Background: an optimization exercise with open tools, aiming at small area, a short achievable clock period and few clock cycles per item. Do not read the settings as production practice. Only simulation tests tie the RTL to the original design; equivalence was not proved.

$ cat flow/run.sh
#!/bin/bash
# Layout flow: the standard layout (standard.sh, all of ORFS's own steps and
# scripts), except that synthesis maps the logic with a delay-targeted ABC
# script (flow/abc_speed.script) in place of ORFS's abc_speed.script.
# make's output goes to flow_make.log; ORFS keeps each tool's log under orfs/logs.
set -euo pipefail
WORK=$(cd "$(dirname "$0")/.." && pwd)
cd "$WORK"
rm -rf "$WORK/scripts_abc"
cp -r "$FLOW_HOME/scripts" "$WORK/scripts_abc"
cp "$WORK/flow/abc_speed.script" "$WORK/scripts_abc/abc_speed.script"
bash "$WORK/standard.sh" "SCRIPTS_DIR=$WORK/scripts_abc" finish > "$WORK/flow_make.log" 2>&1
$ cat flow/abc_speed.script
strash
dch -f
map -D 2200
buffer -p
upsize -D 2200
$ cat standard.sh
#!/bin/bash
# synth_recipe.tcl (not shown) runs the flow's synth.tcl, then flattens the netlist and writes it again
# the make line also repeats each setting of config.mk as NAME=value (left out here)
make -C /OpenROAD-flow-scripts/flow DESIGN_CONFIG=/design/flow/config.mk WORK_HOME=/design/flow/orfs CLKGATE_MAP_FILE= SYNTH_SCRIPT=/design/flow/synth_recipe.tcl "${@:-finish}"
$ cat config.mk
export PLATFORM = sky130hd
export DESIGN_NAME = min_max_normalize_top
export DESIGN_NICKNAME = min_max_normalize_top
export VERILOG_FILES = /design/flow/design.v
export SDC_FILE = /design/flow/constraint.sdc
export NUM_CORES = 4
export LEC_CHECK = 0
export CAP_MARGIN = 20
export CORE_MARGIN = 2
export CORE_UTILIZATION = 45
export CTS_CLUSTER_DIAMETER = 90
export CTS_CLUSTER_SIZE = 28
export PLACE_DENSITY = 0.65
export SETUP_SLACK_MARGIN = 5.0
export SLEW_MARGIN = 20
$ cat constraint.sdc
create_clock -name core_clock -period 8.0 [get_ports {clk}]
set_input_delay 1.6000 -clock core_clock [delete_from_list [all_inputs] [get_ports {clk}]]
set_output_delay 1.6000 -clock core_clock [all_outputs]
set_load 0.01 [all_outputs]
$ cat design.v
`default_nettype none
module mmn_store #(
  parameter int N = 66,
  parameter int T = 64
) (
  input  wire logic        clk,
  input  wire logic        ins,
  input  wire logic [31:0] din,
  output logic [31:0]      tap
);
  logic [31:0] r [0:N-1];
  always_ff @(posedge clk) begin
    r[0] <= ins ? din : r[N-1];
    for (int i = 1; i < N; i++) begin
      r[i] <= r[i-1];
    end
  end
  assign tap = r[T];
endmodule
`default_nettype wire
`default_nettype none
module mmn_job_fifo #(
  parameter int J = 3,
  parameter int W = 70
) (
  input  wire logic         clk,
  input  wire logic         rst,
  input  wire logic         wr_en,
  input  wire logic [W-1:0] wr_data,
  input  wire logic         cons,       
  output logic              cur_v,
  output logic              cur_v_n,    
  output logic [W-7:0]      cur,
  output logic              is_last
);
  localparam int PW = (J > 1) ? $clog2(J) : 1;
  localparam int CW = $clog2(J + 1);
  logic [J-1:0][W-1:0] slots;
  logic [PW-1:0] wp;
  logic [PW-1:0] rp;
  logic [CW-1:0] fc;
  logic [5:0]    left;
  logic [W-1:0]  head;
  logic load;
  logic from_fifo;
  logic from_wr;
  logic fifo_wr;
  assign is_last   = (left == '0);
  assign load      = !cur_v || (cons && is_last);
  assign from_fifo = load && (fc != '0);
  assign from_wr   = load && (fc == '0) && wr_en;
  assign fifo_wr   = wr_en && !from_wr;
  assign head      = slots[rp];
  assign cur_v_n   = !rst && (load ? ((fc != '0) || wr_en) : cur_v);
  for (genvar i = 0; i < J; i++) begin : g_slot
    always_ff @(posedge clk) begin
      if (fifo_wr && (wp == PW'(i))) begin
        slots[i] <= wr_data;
      end
    end
  end
  always_ff @(posedge clk) begin
    if (from_fifo) begin
      cur  <= head[W-1:6];
      left <= head[5:0];
    end else if (from_wr) begin
      cur  <= wr_data[W-1:6];
      left <= wr_data[5:0];
    end else if (cons) begin
      left <= left - 6'd1;
    end
  end
  always_ff @(posedge clk) begin
    if (rst) begin
      wp    <= '0;
      rp    <= '0;
      fc    <= '0;
      cur_v <= 1'b0;
    end else begin
      if (fifo_wr) begin
        wp <= (wp == PW'(J - 1)) ? '0 : wp + PW'(1);
      end
      if (from_fifo) begin
        rp <= (rp == PW'(J - 1)) ? '0 : rp + PW'(1);
      end
      case ({fifo_wr, from_fifo})
        2'b10:   fc <= fc + CW'(1);
        2'b01:   fc <= fc - CW'(1);
        default: fc <= fc;
      endcase
      cur_v <= cur_v_n;
    end
  end
endmodule
`default_nettype wire
`default_nettype none
module mmn_front #(
  parameter int N = 66,
  parameter int J = 4
) (
  input  wire logic         clk,
  input  wire logic         rst,
  input  wire logic         push,
  input  wire logic [32:0]  item,
  output logic              full,
  input  wire logic         cons,      
  input  wire logic         dpop,      
  output logic              ins,
  output logic [31:0]       din,
  output logic              at_head,
  output logic              at_head_n,   
  output logic              d_wr,
  output logic [69:0]       d_data     
);
  localparam int CW = 7;
  localparam int DW = 3;
  logic               b_v;
  logic [32:0]        b_d;
  logic               full_q;
  logic               nf;
  logic [6:0]         fill;
  logic signed [31:0] run_min;
  logic signed [31:0] run_max;
  logic               fd;
  logic [CW-1:0]      cnt;
  logic [CW-1:0]      a;
  logic [CW-1:0]      g;
  logic [DW-1:0]      dcnt;
  logic               a_z;
  logic               kept_q;
  logic               allowed_q;
  logic               dspace_q;
  logic               b_last;
  logic [31:0]        b_x;
  logic               acc;
  logic               cnt_z;
  logic               cnt_f;
  logic               kept;
  logic               allowed;
  logic [DW:0]        s;
  logic               leave;
  assign b_last  = b_d[0];
  assign b_x     = b_d[32:1];
  assign acc     = push && !full_q;
  assign din     = b_x;
  assign full    = full_q;
  assign cnt_z   = (cnt == '0);
  assign cnt_f   = (cnt == CW'(N));
  assign kept    = kept_q;
  assign allowed = allowed_q;
  assign s       = (DW+1)'(dcnt) + (DW+1)'(fd);
  assign leave   = b_v && (!kept || allowed) && (!b_last || dspace_q);
  assign ins     = leave && kept;
  assign at_head = !cnt_z && a_z;
  assign at_head_n = !cnt_n_z && a_z_n;
  logic          b_v_n;
  logic          last_n;
  logic          nf_n;
  logic          fd_n;
  logic          cnt_n_z;
  logic          cnt_n_f;
  logic          g_n_z;
  logic          fill_n_64;
  logic          dspace_n;
  logic          leave_n;
  logic          kept_n;
  logic          allowed_n;
  logic          a_z_n;
  always_comb begin
    b_v_n     = !rst && (acc || (b_v && !leave));
    last_n    = acc ? item[0] : b_last;
    nf_n      = rst || (leave ? b_last : nf);
    fd_n      = !rst && leave && b_last;
    cnt_n_z   = rst || (!ins && (cnt_z || ((cnt == CW'(1)) && cons)));
    cnt_n_f   = !rst && !cons && (cnt_f || ((cnt == CW'(N - 1)) && ins));
    g_n_z     = ins || (!cnt_z && (g == CW'(1)));
    fill_n_64 = ins ? (!nf && (fill == 7'd63)) : (fill == 7'd64);
    case ({fd_n, dpop})
      2'b10:   dspace_n = (s <= (DW+1)'(J - 2));
      2'b01:   dspace_n = (s <= (DW+1)'(J));
      default: dspace_n = (s <= (DW+1)'(J - 1));
    endcase
    if (rst) begin
      dspace_n = 1'b1;
    end
    if (cnt_z) begin
      a_z_n = 1'b0;
    end else if (cons) begin
      a_z_n = a_z;
    end else begin
      a_z_n = (a == CW'(1));
    end
    kept_n    = nf_n || !fill_n_64;
    allowed_n = cnt_n_z || (g_n_z && !cnt_n_f);
    leave_n   = (!kept_n || allowed_n) && (!last_n || dspace_n);
  end
  always_ff @(posedge clk) begin
    b_v    <= b_v_n;
    nf     <= nf_n;
    fd     <= fd_n;
    full_q <= b_v_n && !leave_n;
    kept_q    <= kept_n;
    allowed_q <= allowed_n;
    dspace_q  <= dspace_n;
    if (acc) begin
      b_d <= item;
    end
    if (rst) begin
      fill <= '0;
      cnt  <= '0;
      dcnt <= '0;
    end else begin
      if (ins) begin
        fill <= nf ? 7'd1 : fill + 7'd1;
      end
      case ({ins, cons})
        2'b10:   cnt <= cnt + CW'(1);
        2'b01:   cnt <= cnt - CW'(1);
        default: cnt <= cnt;
      endcase
      case ({fd, dpop})
        2'b10:   dcnt <= dcnt + DW'(1);
        2'b01:   dcnt <= dcnt - DW'(1);
        default: dcnt <= dcnt;
      endcase
    end
    g <= ins ? '0 : ((cnt_z || (g == '0)) ? CW'(N - 1) : g - CW'(1));
    a_z <= a_z_n;
    if (cnt_z) begin
      a <= CW'(N - 2);
    end else if (!cons) begin
      a <= a_z ? CW'(N - 1) : a - CW'(1);
    end
  end
  logic lt_min;
  logic ge_max;
  logic lt_unused;
  logic ge_unused;
  logic [31:0] lt_s;
  logic [31:0] ge_s;
  mmn_add #(.W(32)) u_cmin (
    .a(b_x ^ 32'h8000_0000),
    .b(~(run_min ^ 32'h8000_0000)),
    .cin(1'b1),
    .s(lt_s),
    .co(lt_unused)
  );
  mmn_add #(.W(32)) u_cmax (
    .a(run_max ^ 32'h8000_0000),
    .b(~(b_x ^ 32'h8000_0000)),
    .cin(1'b1),
    .s(ge_s),
    .co(ge_unused)
  );
  assign lt_min = !lt_unused;
  assign ge_max = ge_unused;
  always_ff @(posedge clk) begin
    if (ins) begin
      if (nf || lt_min) begin
        run_min <= b_x;
      end
      if (nf || !ge_max) begin
        run_max <= b_x;
      end
    end
  end
  assign d_wr   = fd;
  assign d_data = {run_min, run_max, 6'(fill - 7'd1)};
endmodule
`default_nettype wire
`default_nettype none
module mmn_add #(
  parameter int W = 32
) (
  input  wire logic [W-1:0] a,
  input  wire logic [W-1:0] b,
  input  wire logic         cin,
  output logic [W-1:0]      s,
  output logic              co
);
  localparam int L = $clog2(W);
  logic [(L+1)*W-1:0] gg;
  logic [(L+1)*W-1:0] pp;
  logic [W:0]         c;
  for (genvar i = 0; i < W; i++) begin : g_in
    assign gg[i] = a[i] & b[i];
    assign pp[i] = a[i] | b[i];
  end
  for (genvar l = 0; l < L; l++) begin : g_lv
    for (genvar i = 0; i < W; i++) begin : g_bit
      if (((i >> l) % 2) == 1) begin : g_op
        assign gg[(l+1)*W+i] = gg[l*W+i] | (pp[l*W+i] & gg[l*W+((i>>l)<<l)-1]);
        assign pp[(l+1)*W+i] = pp[l*W+i] & pp[l*W+((i>>l)<<l)-1];
      end else begin : g_pass
        assign gg[(l+1)*W+i] = gg[l*W+i];
        assign pp[(l+1)*W+i] = pp[l*W+i];
      end
    end
  end
  assign c[0] = cin;
  for (genvar i = 0; i < W; i++) begin : g_out
    assign c[i+1] = gg[L*W+i] | (pp[L*W+i] & cin);
    assign s[i]   = a[i] ^ (b[i] ^ c[i]);
  end
  assign co = c[W];
endmodule
module mmn_divstep (
  input  wire logic [31:0] rem,
  input  wire logic [31:0] sp,
  output logic             fits,
  output logic [31:0]      nrem
);
  logic [32:0] trial;
  logic [32:0] diff;
  assign trial = {rem, 1'b0};
  mmn_add #(
    .W(33)
  ) u_sub (
    .a(trial),
    .b(~{1'b0, sp}),
    .cin(1'b1),
    .s(diff),
    .co(fits)
  );
  assign nrem = fits ? diff[31:0] : trial[31:0];
endmodule
module mmn_back (
  input  wire logic        clk,
  input  wire logic        rst,
  input  wire logic        in_v,
  input  wire logic [31:0] in_rem,
  input  wire logic [31:0] in_sp,
  input  wire logic        in_pt,
  input  wire logic        in_last,
  output logic             en,
  input  wire logic        pop,
  output logic             empty,
  output logic [33:0]      result
);
  localparam int S = 16;
  logic        v   [0:S-1];
  logic [31:0] rem [0:S-1];
  logic [31:0] sp  [0:S-1];
  logic        pt  [0:S-1];
  logic        lst [0:S-1];
  logic [15:0] q   [1:S-1];
  logic        o_v;
  logic [33:0] o_d;
  assign en = !o_v || pop;
  always_ff @(posedge clk) begin
    if (rst) begin
      v[0] <= 1'b0;
    end else if (en) begin
      v[0] <= in_v;
    end
    if (en) begin
      rem[0] <= in_rem;
      sp[0]  <= in_sp;
      pt[0]  <= in_pt;
      lst[0] <= in_last;
    end
  end
  for (genvar j = 1; j < S; j++) begin : g_st
    logic        fits;
    logic [31:0] nrem;
    mmn_divstep u_step (
      .rem(rem[j-1]),
      .sp(sp[j-1]),
      .fits(fits),
      .nrem(nrem)
    );
    always_ff @(posedge clk) begin
      if (rst) begin
        v[j] <= 1'b0;
      end else if (en) begin
        v[j] <= v[j-1];
      end
      if (en) begin
        rem[j] <= nrem;
        sp[j]  <= sp[j-1];
        pt[j]  <= pt[j-1];
        lst[j] <= lst[j-1];
      end
    end
    if (j == 1) begin : g_first
      always_ff @(posedge clk) begin
        if (en) begin
          q[j][0] <= fits;
        end
      end
    end else begin : g_rest
      always_ff @(posedge clk) begin
        if (en) begin
          q[j][j-1:0] <= {q[j-1][j-2:0], fits};
        end
      end
    end
  end
  logic        l_fits;
  logic [31:0] l_nrem;
  logic [15:0] quo;
  logic [31:0] value;
  logic        eq;
  mmn_divstep u_last (
    .rem(rem[S-1]),
    .sp(sp[S-1]),
    .fits(l_fits),
    .nrem(l_nrem)
  );
  assign quo   = {q[S-1][S-2:0], l_fits};
  assign eq    = (rem[S-1] == sp[S-1]);
  assign value = pt[S-1] ? sp[S-1] : (eq ? 32'h0001_0000 : {16'b0, quo});
  always_ff @(posedge clk) begin
    if (rst) begin
      o_v <= 1'b0;
    end else if (en) begin
      o_v <= v[S-1];
    end
    if (en) begin
      o_d <= {value, pt[S-1], lst[S-1]};
    end
  end
  assign empty  = !o_v;
  assign result = o_d;
endmodule
`default_nettype wire
`default_nettype none
module min_max_normalize_top #(
  parameter int MAX_ELEMENTS = 64
) (
  input  wire logic        clk,
  input  wire logic        rst,
  input  wire logic        push,
  output logic             full,
  input  wire logic [32:0] item,     
  output logic             empty,
  input  wire logic        pop,
  output logic [33:0]      result    
);
  localparam int N = MAX_ELEMENTS + 2;
  localparam int T = N - 2;
  localparam int J = 4;
  logic        ins;
  logic [31:0] din;
  logic [31:0] tap;
  logic        at_head;
  logic        d_wr;
  logic [69:0] d_wdata;
  logic [63:0] d_cur;
  logic        d_cur_v;
  logic        en;
  logic        cons;
  logic        dpop;
  logic        is_last;
  logic [31:0] d_min;
  logic [31:0] d_max;
  logic [31:0] offset;
  logic        off_co;
  logic [31:0] span;
  logic        span_co;
  logic        d_pt;
  logic [31:0] d_spx;
  assign {d_min, d_max} = d_cur;
  assign d_pt  = (d_max == d_min);
  assign d_spx = d_pt ? d_min : span;
  logic at_head_n;
  logic d_cur_v_n;
  logic ready_q;
  always_ff @(posedge clk) begin
    ready_q <= at_head_n && d_cur_v_n;
  end
  assign cons = ready_q && en;
  assign dpop = cons && is_last;
  mmn_front #(
    .N(N),
    .J(J)
  ) u_front (
    .clk(clk),
    .rst(rst),
    .push(push),
    .item(item),
    .full(full),
    .cons(cons),
    .dpop(dpop),
    .ins(ins),
    .din(din),
    .at_head(at_head),
    .at_head_n(at_head_n),
    .d_wr(d_wr),
    .d_data(d_wdata)
  );
  mmn_store #(
    .N(N),
    .T(T)
  ) u_store (
    .clk(clk),
    .ins(ins),
    .din(din),
    .tap(tap)
  );
  mmn_job_fifo #(
    .J(J - 1),
    .W(70)
  ) u_jobs (
    .clk(clk),
    .rst(rst),
    .wr_en(d_wr),
    .wr_data(d_wdata),
    .cons(cons),
    .cur_v(d_cur_v),
    .cur_v_n(d_cur_v_n),
    .cur(d_cur),
    .is_last(is_last)
  );
  mmn_add #(
    .W(32)
  ) u_off (
    .a(tap),
    .b(~d_min),
    .cin(1'b1),
    .s(offset),
    .co(off_co)
  );
  mmn_add #(
    .W(32)
  ) u_span (
    .a(d_max),
    .b(~d_min),
    .cin(1'b1),
    .s(span),
    .co(span_co)
  );
  mmn_back u_back (
    .clk(clk),
    .rst(rst),
    .in_v(cons),
    .in_rem(offset),
    .in_sp(d_spx),
    .in_pt(d_pt),
    .in_last(is_last),
    .en(en),
    .pop(pop),
    .empty(empty),
    .result(result)
  );
endmodule
`default_nettype wire
==> key figures <==
Clock network
  – Root Driver: clkbuf_16
  – Clk pin slew, worst setup/hold paths: 0.11 ns
  – CTS Buffer Depth: 4
  – CTS tree: done
  – Num CTS Buffers: 172
  – Worst skew pair latency: 0.93 ns
  – CTS Hold Bufs: 0
  – Htree depth: 4
  – CTS sink cnt: 3763

Detailed routing
  – Initial DRC count: 4333
  – Post-Route WL: 210000 µm
  – Antenna-violating nets left: 0
  – Metal2 WL: 103000 µm
  – Post-Route M1 WL: 91900 µm
  – DRC viols: 0
  – WL/cell: 13.3 µm
  – Via density: 4.59
  – Top layer in use: met4
  – Routed met3 length: 6880 µm
  – Iteration count of the initial detailed-routing pass: 6
  – Number of vias after detailed routing: 72745

Setup path
  – Arrival time worst endpoint: 3.66 ns
  – CP endpoint kind: flop
  – CP required: 8.63 ns
  – Reg-to-Reg Start: u_jobs.cur[33]$_DFFE_PP_
  – Crit path launch: u_jobs.cur[33]$_DFFE_PP_
  – CP Launch Type: flop
  – FF-to-FF End: u_back.sp[0][19]$_DFFE_PN_
  – Reg2Reg Depth: 19
  – Critical Path End: u_back.sp[0][19]$_DFFE_PN_
  – Maximum fanout along the worst path: 5
  – Crit path kind: reg2reg
  – Reg2Reg Setup Slack: 4.96 ns

Layout
  – Commonest non-fill, non-tap cell in the layout: dfxtp_1
  – Nets: 12108
  – Finished Core Util: 49.6%
  – Share of cells above drive strength 1: 6.91%
  – Most frequent cells in the layout: 2174 x dfxtp_1, 1777 x nor2_1, 1718 x inv_1
  – Layout area overhead: 9.91%

Worst hold path
  – Worst hold start: u_store.r[53][20]$_DFF_P_
  – Hold Crit Class: reg2reg

Placed design
  – Port Buffer Count: 72
  – Place WS: 2.23 ns
  – Detail Placement HPWL: 138000 µm
  – Placer Congestion: 0.885

Synth
  – Synth Register Bits: 3763
  – Synth Area in Compound Gates: 7.35%
  – Synth Area in XOR/XNOR: 3.65%
  – Commonest register cell after synthesis: dfxtp_1
  – Gate Count Post-Synth: 11623
  – Post-synthesis mux area share: 0%
  – Post-synthesis adder-cell area fraction: 1.08%
  – Simple-Gate Fraction of Synth Area: 11.0%
  – Post-synth ARST share: 0%
  – Syn avg cell area: 11.2 µm²
  – Post-synthesis sequential area ratio: 70.3%
  – EDFF count, synth: 1587
  – YS warnings: 18
  – Cell area after synthesis: 130000 µm²
  – Largest family of logic cells by synthesized area: simple AND/OR/NAND/NOR gates
  – Synthesized Nets: 11762
  – Netlist cell types: 59

Die
  – Initial Utilization: 45.1%
  – IO Count: 73
  – Core Region: 287000 µm²
  – Die ar.: 293000 µm²
  – Die H: 541 µm
  – Row count: 197
  – Die width: 541 µm

STA
  – Final max-slew violation count: 0
  – Final period utilization: 37.9%
  – Final hold viol count: 0
  – Sum of negative setup slack: 0 ns
  – Slew headroom: 39.8%
  – Setup ws final: 4.96 ns
  – RSZ-0062 raised after global routing: yes
  – Fmax: 329 MHz
  – Setup Skew: 0.106 ns
  – Worst-Margin Slew: 0.900 ns
  – Fin crit period: 3.04 ns
  – Count of final setup violators: 0

GRT
  – Vias in the first global route: 67575
  – Gr usage total: 13.9%
  – Largest net degree at the start of global routing: 98
  – First-pass GRT wire length: 334000 µm
  – Initial antenna violation count: 9
  – Remaining Overflow, GRT: 0

Status
  – Status: timing/DRC/antenna clean

Run
  – # Max-Cap Violations: 0
-- registers in the layout, summed over array words and instances, names as in the netlist, 3 cells and up --
name             count
u_back.lst          16
u_jobs.cur          64
u_front.b_d         33
u_back.rem         512
u_front.run_max     32
u_back.pt           16
u_back.q           120
u_front.cnt          7
u_back.sp          512
u_front.dcnt         3
u_front.a            7
u_back.o_d          34
u_jobs.left          6
u_jobs.slots       210
u_front.fill         7
u_front.g            7
u_front.run_min     32
u_store.r         2112
u_back.v            16
-- cell type report --
class                   count  area (µm²)
fillers                 25060      145000
flip-flops and latches   3763       91200
multi-input cells        5944       31400
inverters                1773        6800
well taps                3781        4730
clock buffers             215        4550
repair buffers            293        2970
clock inverters            59         779
repair inverters           22         169
diodes                      1        2.50
-- synth_stat cells, types with 8 or more instances --
| cell | instances | share of area (%) |
|---|---|---|
| xnor2_1 | 200 | 1.4 |
| xor2_1 | 341 | 2.3 |
| o21ai_0 | 761 | 2.9 |
| fa_1 | 16 | 0.25 |
| nor2_1 | 1843 | 5.3 |
| a21oi_1 | 409 | 1.6 |
| a221oi_1 | 28 | 0.19 |
| nand2_1 | 1417 | 4.1 |
| a211oi_1 | 40 | 0.23 |
| a22oi_1 | 82 | 0.47 |
| inv_1 | 1769 | 5.1 |
| or2_2 | 11 | 0.053 |
| ha_1 | 86 | 0.83 |
| o22ai_1 | 21 | 0.10 |
| a2111oi_0 | 31 | 0.21 |
| nor4_1 | 23 | 0.11 |
| clkbuf_1 | 19 | 0.055 |
| and3_2 | 19 | 0.11 |
| nand3_1 | 129 | 0.50 |
| a21boi_0 | 14 | 0.081 |
| edfxtp_1 | 1587 | 37 |
| dfxtp_1 | 2176 | 34 |
| o21ai_2 | 12 | 0.081 |
| o221ai_1 | 17 | 0.11 |
| nor3_1 | 144 | 0.56 |
| a31oi_1 | 114 | 0.55 |
| o211ai_1 | 65 | 0.38 |
| o21bai_1 | 8 | 0.046 |
| nand3b_1 | 9 | 0.052 |
| nand4_1 | 29 | 0.14 |
| o311ai_0 | 15 | 0.10 |
| clkbuf_8 | 107 | 1.1 |
| o31ai_1 | 16 | 0.093 |
-- timing repair --
| item | in CTS | in global routing |
|---|---|---|
| setup endpoints to repair | 1561 | 543 |
| pin swaps | 16 | 71 |
| cloned | 34 | 11 |
| buffers inserted | 75 | 76 |
| resized for setup | 372 | 285 |
-- worst min path at each step --
stage               depth (start not counted)  slack, ns                        end
floorplan                                   0       0.31   u_store.r[10][0]$_DFF_P_
global placement                            0       0.31   u_store.r[16][4]$_DFF_P_
detailed placement                          0       0.31    u_store.r[1][0]$_DFF_P_
CTS                                         0       0.28  u_store.r[54][20]$_DFF_P_
global route                                0       0.29  u_store.r[54][20]$_DFF_P_
finish                                      0       0.28  u_store.r[54][20]$_DFF_P_
-- layer usage --
layer  global-route usage [%]  vias up
met5                        0        -
li1                         -    38351
met1                     17.0    32873
met2                     24.8     1099
met3                     1.76      422
met4                     5.25        0
-- per-stage QoR --
| step | instances | hold slack, ns | area, µm² |
|---|---|---|---|
| 3_5_place_dp | 15380 | 0.312 | 134000 |
| 6_report | 15851 | 0.285 | 143000 |
| 3_3_place_gp | 15380 | 0.310 | 134000 |
| 2_1_floorplan | 11623 | 0.310 | 130000 |
| 4_1_cts | 15763 | 0.277 | 141000 |
| 5_1_grt | 15851 | 0.289 | 143000 |
-- worst max-delay path: stages (launching register included) --
cell       delay, ns
edfxtp_1        0.47
buf_6           0.14
ha_4            0.12
inv_2           0.03
a21oi_2         0.12
inv_1           0.07
a211o_2         0.30
inv_2           0.08
o21ai_4         0.07
inv_2           0.07
nor2_2          0.04
a2111oi_4       0.28
o21ai_2         0.11
buf_6           0.15
buf_4           0.13
buf_4           0.14
a21oi_1         0.15
a21oi_1         0.08
o21ai_0         0.12
xor2_1          0.12
-- kinds of logic (layout without fill, tap and decap cells) --
family | count (synthesis) | count (layout)
buffers and inverters | 1922 | 2362
other | 0 | 1
AO/OA/AOI/OAI | 1660 | 1660
AND/OR/NAND/NOR | 3634 | 3640
flip-flops | 3763 | 3763
adder cells (fa/ha/maj) | 103 | 103
XOR/XNOR | 541 | 541
Testbench counts, summed over its fixed seeds: cycles 9,932, items 9,268.

==> separate check: timing with driven ports <==
In the flow no input, the clock included, has a driving cell. The finished layout below was timed again as built, in two steps.
Step 1 sets driving cells, clkbuf_16 on the clock port and buf_2 on the other inputs (assumed; they add their load-dependent delay and slew).
Step 2 times the ports against the registers' clock, not the clock port: input delays grow and output delays shrink by t, the midpoint of the rising clock arrivals with the driver on.
Slacks: ideal / step 1 / step 2; pairs: ideal / step 1.
t (ns): 0.961
slack for setup (ns): 4.964 / 4.906 / 4.216
worst setup path at the end: input to register
clock arrival spread, ns: 0.143 / 0.143
After both steps this run still meets setup and hold. The setup slack of this run moves by -0.058 ns with the drivers and by -0.748 ns with both steps.
